What follows belongs to an exercise in optimizing a design on an open flow for small area; a production flow would make more cautious choices. Only simulation tests tie the RTL to the original design; equivalence was not proved. The clock port is modelled as an ideal driver; clocking choices that lean on that would not hold on a real chip. Power and IR drop assume default switching activity.

## run 1
==> flow/design.v (excerpt) <==
module game_top (
    input  logic              clk25M,
    input  logic              reset,
    input  logic              frame_tick,
    input  logic              btn_left,
    input  logic              btn_right,
    input  logic              btn_fire,
    input  logic [3:0]        speed,
    input  logic              scan_en,
    input  logic [9:0]        scan_h,
    input  logic [9:0]        scan_v,
    output logic              busy,
    output logic              pixel_en,
    output logic [11:0]       pixel_color
);
clock: 6.0 ns
lec_check: 0
abc_area: 1
cap_margin: 20
core_margin: 2
core_utilization: 65
slew_margin: 20
standard.sh (not shown) runs the stock make flow with config.mk's settings and CLKGATE_MAP_FILE= SYNTH_SCRIPT=/design/flow/synth_recipe.tcl, a recipe that flattens the netlist after the stock synthesis.
==> flow/flow/run.sh <==
#!/bin/bash
# The standard layout with three changes: an area-oriented ABC script for
# the combinational logic (registers are mapped before ABC, so they are the
# standard synthesis's), the smallest buffer on the ports, and a clock tree
# without dummy loads.
set -euo pipefail
rm -rf scripts_abc
cp -r "$FLOW_HOME/scripts" scripts_abc
cp flow/abc_area.script scripts_abc/abc_area.script
bash standard.sh \
  "SCRIPTS_DIR=$PWD/scripts_abc" \
  "BUFFER_PORTS_ARGS=-buffer_cell sky130_fd_sc_hd__buf_1" \
  "CTS_ARGS=-sink_clustering_enable -repair_clock_nets -dont_use_dummy_load -buf_list sky130_fd_sc_hd__clkbuf_8" \
  finish > standard.log 2>&1
==> flow/flow/abc_area.script <==
&get -n
&st
&syn2
&dch -f
&nf -R 1000
&put
strash
&get -n
&st
&dch -f
&nf -R 1000
&put
topo
stime -c
upsize -c
dnsize -c
Edits applied to the flow inputs when going from run 1 to run 2:
--- a/flow/flow/run.sh
+++ b/flow/flow/run.sh
@@ -2 +2 @@
-# The standard layout with three changes: an area-oriented ABC script for
+# The standard layout with these changes: an area-oriented ABC script for
@@ -4,2 +4,2 @@
-# standard synthesis's), the smallest buffer on the ports, and a clock tree
-# without dummy loads.
+# standard synthesis's), the smallest buffer on the ports, and a two-level
+# clock tree built by flow/clocktree.tcl in place of CTS's.
@@ -13 +13,2 @@
-  "CTS_ARGS=-sink_clustering_enable -repair_clock_nets -dont_use_dummy_load -buf_list sky130_fd_sc_hd__clkbuf_8" \
+  "PRE_CTS_TCL=$PWD/flow/clocktree.tcl" \
+  "CTS_ARGS=-clk_nets clk25M -repair_clock_nets" \
--- a/flow/flow/abc_area.script
+++ b/flow/flow/abc_area.script
@@ -14,0 +15 @@
+buffer -c
==> flow/flow/clocktree.tcl (new file) <==
# Clock tree built by hand before CTS (run as PRE_CTS_TCL): a root
# buffer feeding one leaf buffer per quadrant of the registers.
set block [ord::get_db_block]
set db [ord::get_db]
set clknet [$block findNet clk25M]
set nleaf 4
set leafm [$db findMaster sky130_fd_sc_hd__clkbuf_8]
set rootm [$db findMaster sky130_fd_sc_hd__clkbuf_8]
set sinks {}
foreach it [$clknet getITerms] {
  set loc [[$it getInst] getLocation]
  lappend sinks [list $it [lindex $loc 0] [lindex $loc 1]]
}
# split by x median then y median into nleaf groups (2 or 4)
set byx [lsort -integer -index 1 $sinks]
set h [expr {[llength $byx] / 2}]
set halves [list [lrange $byx 0 [expr {$h-1}]] [lrange $byx $h end]]
set groups {}
foreach g $halves {
  if {$nleaf == 4} {
    set byy [lsort -integer -index 2 $g]
    set hh [expr {[llength $byy] / 2}]
    lappend groups [lrange $byy 0 [expr {$hh-1}]] [lrange $byy $hh end]
  } else { lappend groups $g }
}
set rootnet [odb::dbNet_create $block clk_root]
$rootnet setSigType CLOCK
set root [odb::dbInst_create $block $rootm clkbuf_root]
[$root findITerm A] connect $clknet
[$root findITerm X] connect $rootnet
set i 0; set rx 0; set ry 0
foreach g $groups {
  set net [odb::dbNet_create $block clk_leaf_$i]
  $net setSigType CLOCK
  set b [odb::dbInst_create $block $leafm clkbuf_leaf_$i]
  [$b findITerm A] connect $rootnet
  [$b findITerm X] connect $net
  set sx 0; set sy 0
  foreach s $g { set it [lindex $s 0]; $it disconnect; $it connect $net; set sx [expr {$sx+[lindex $s 1]}]; set sy [expr {$sy+[lindex $s 2]}] }
  set cx [expr {$sx/[llength $g]}]; set cy [expr {$sy/[llength $g]}]
  $b setLocation $cx $cy; $b setPlacementStatus PLACED
  set rx [expr {$rx+$cx}]; set ry [expr {$ry+$cy}]
  incr i
}
$root setLocation [expr {$rx/$i}] [expr {$ry/$i}]; $root setPlacementStatus PLACED
puts "clock tree: root + $i leaves"
set_propagated_clock [all_clocks]
- Run 2: PASS, flow complete, no timing, DRC or antenna violations
- Relative to run 1, multi-input combinational area share has increased by 0.87 points in run 2.
- The standard cell core area in run 2 was higher than what run 1 gave.
- Cells: run 2 has fewer instances than run 1
- Run 2 reports a higher length in cells of the worst reg-to-reg path than run 1 does.
- Run 2 vs. run 1: utilization after layout down 4.5 points; portion of the post-synthesis area used by sequential elements now sits lower.
- Looking at worst setup slack after placement across both flows, run 2 is the stronger of the two, with run 1 trailing.
[inputs] run 3 vs run 2
==> flow/flow/run.sh <==
#!/bin/bash
# The standard layout with three changes: an area-oriented ABC script for
# the combinational logic (registers are mapped before ABC, so they are the
# standard synthesis's), the smallest buffer on the ports, and a clock tree
# without dummy loads.
set -euo pipefail
rm -rf scripts_abc
cp -r "$FLOW_HOME/scripts" scripts_abc
cp flow/abc_area.script scripts_abc/abc_area.script
bash standard.sh \
  "SCRIPTS_DIR=$PWD/scripts_abc" \
  "BUFFER_PORTS_ARGS=-buffer_cell sky130_fd_sc_hd__buf_1" \
  "CTS_ARGS=-sink_clustering_enable -repair_clock_nets -dont_use_dummy_load -buf_list sky130_fd_sc_hd__clkbuf_8" \
  finish > standard.log 2>&1
removed: flow/flow/clocktree.tcl
==> results.txt <==
Average wire per cell in the routed design went up slightly going from run 2 to run 3. Wire length of the first global-routing pass: run 3 higher than run 2. Compared with run 2, run 3 shows a higher actual slew at the worst max-slew pin. Compared with run 2, in run 3 growth of design area from synthesis to finish went up by 0.73 points; sequential power share went down by 0.9 points; share of power burned in combinational logic shows a reduction of 2.2 points. When run 3 is measured against run 2, its sequential share of layout area turns out 0.22 points lower.
For run 4, these inputs were changed with respect to run 3:
--- a/flow/flow/abc_area.script
+++ b/flow/flow/abc_area.script
@@ -3,0 +4,6 @@
+&dch -f
+&nf -R 1000
+&put
+strash
+&get -n
+&st
- Going from run 3 to run 4, adder-cell share of the synthesized area stayed essentially flat; worst endpoint required time shows an increase of 0.02 ns; area after synthesis went down 0.61%; effective utilization at floorplan saw a decrease; met1 track utilization from global routing moved down.
- Taking run 3 as the reference, in run 4 final cell count went up by about 1.8%, post-layout total power climbed 5.8%.
- Worst setup slack was lower in the run labelled run 3.

## what the ideal ports hide
Ports are ideal in the flow. The routed layouts listed here were re-timed in OpenROAD. Step 1 (the two cells are an assumption about what drives the block):
set clk [get_ports {clk25M}]
set_driving_cell -lib_cell sky130_fd_sc_hd__clkbuf_16 $clk
set_driving_cell -lib_cell sky130_fd_sc_hd__buf_2 [delete_from_list [all_inputs] $clk]
Step 2 also shifts input and output timing later by t, the mid clock arrival at the registers, as if the neighbouring blocks saw the same clock. Three values: ideal ports, drivers, drivers and shift; two values: the first two.
run | shift t [ns] | setup slack, ns | worst setup path after step 2 | clock arrival spread, ns | pins driven straight from the clock port
run 1 | 0.368 | 0.240 / 0.250 / -0.118 | input to register | 0.018 / 0.018 | 1
run 2 | 0.367 | 0.318 / 0.324 / -0.043 | input to register | 0.006 / 0.005 | 1
run 3 | 0.369 | 0.304 / 0.312 / -0.058 | input to register | 0.019 / 0.019 | 1
run 4 | 0.360 | 0.338 / 0.347 / -0.013 | input to register | 0.015 / 0.015 | 1
Met with ideal ports but missed after step 2: setup timing in every run listed. The setup slack of run 3, which loses most, moves by +0.008 ns with the drivers and by -0.362 ns with both steps.
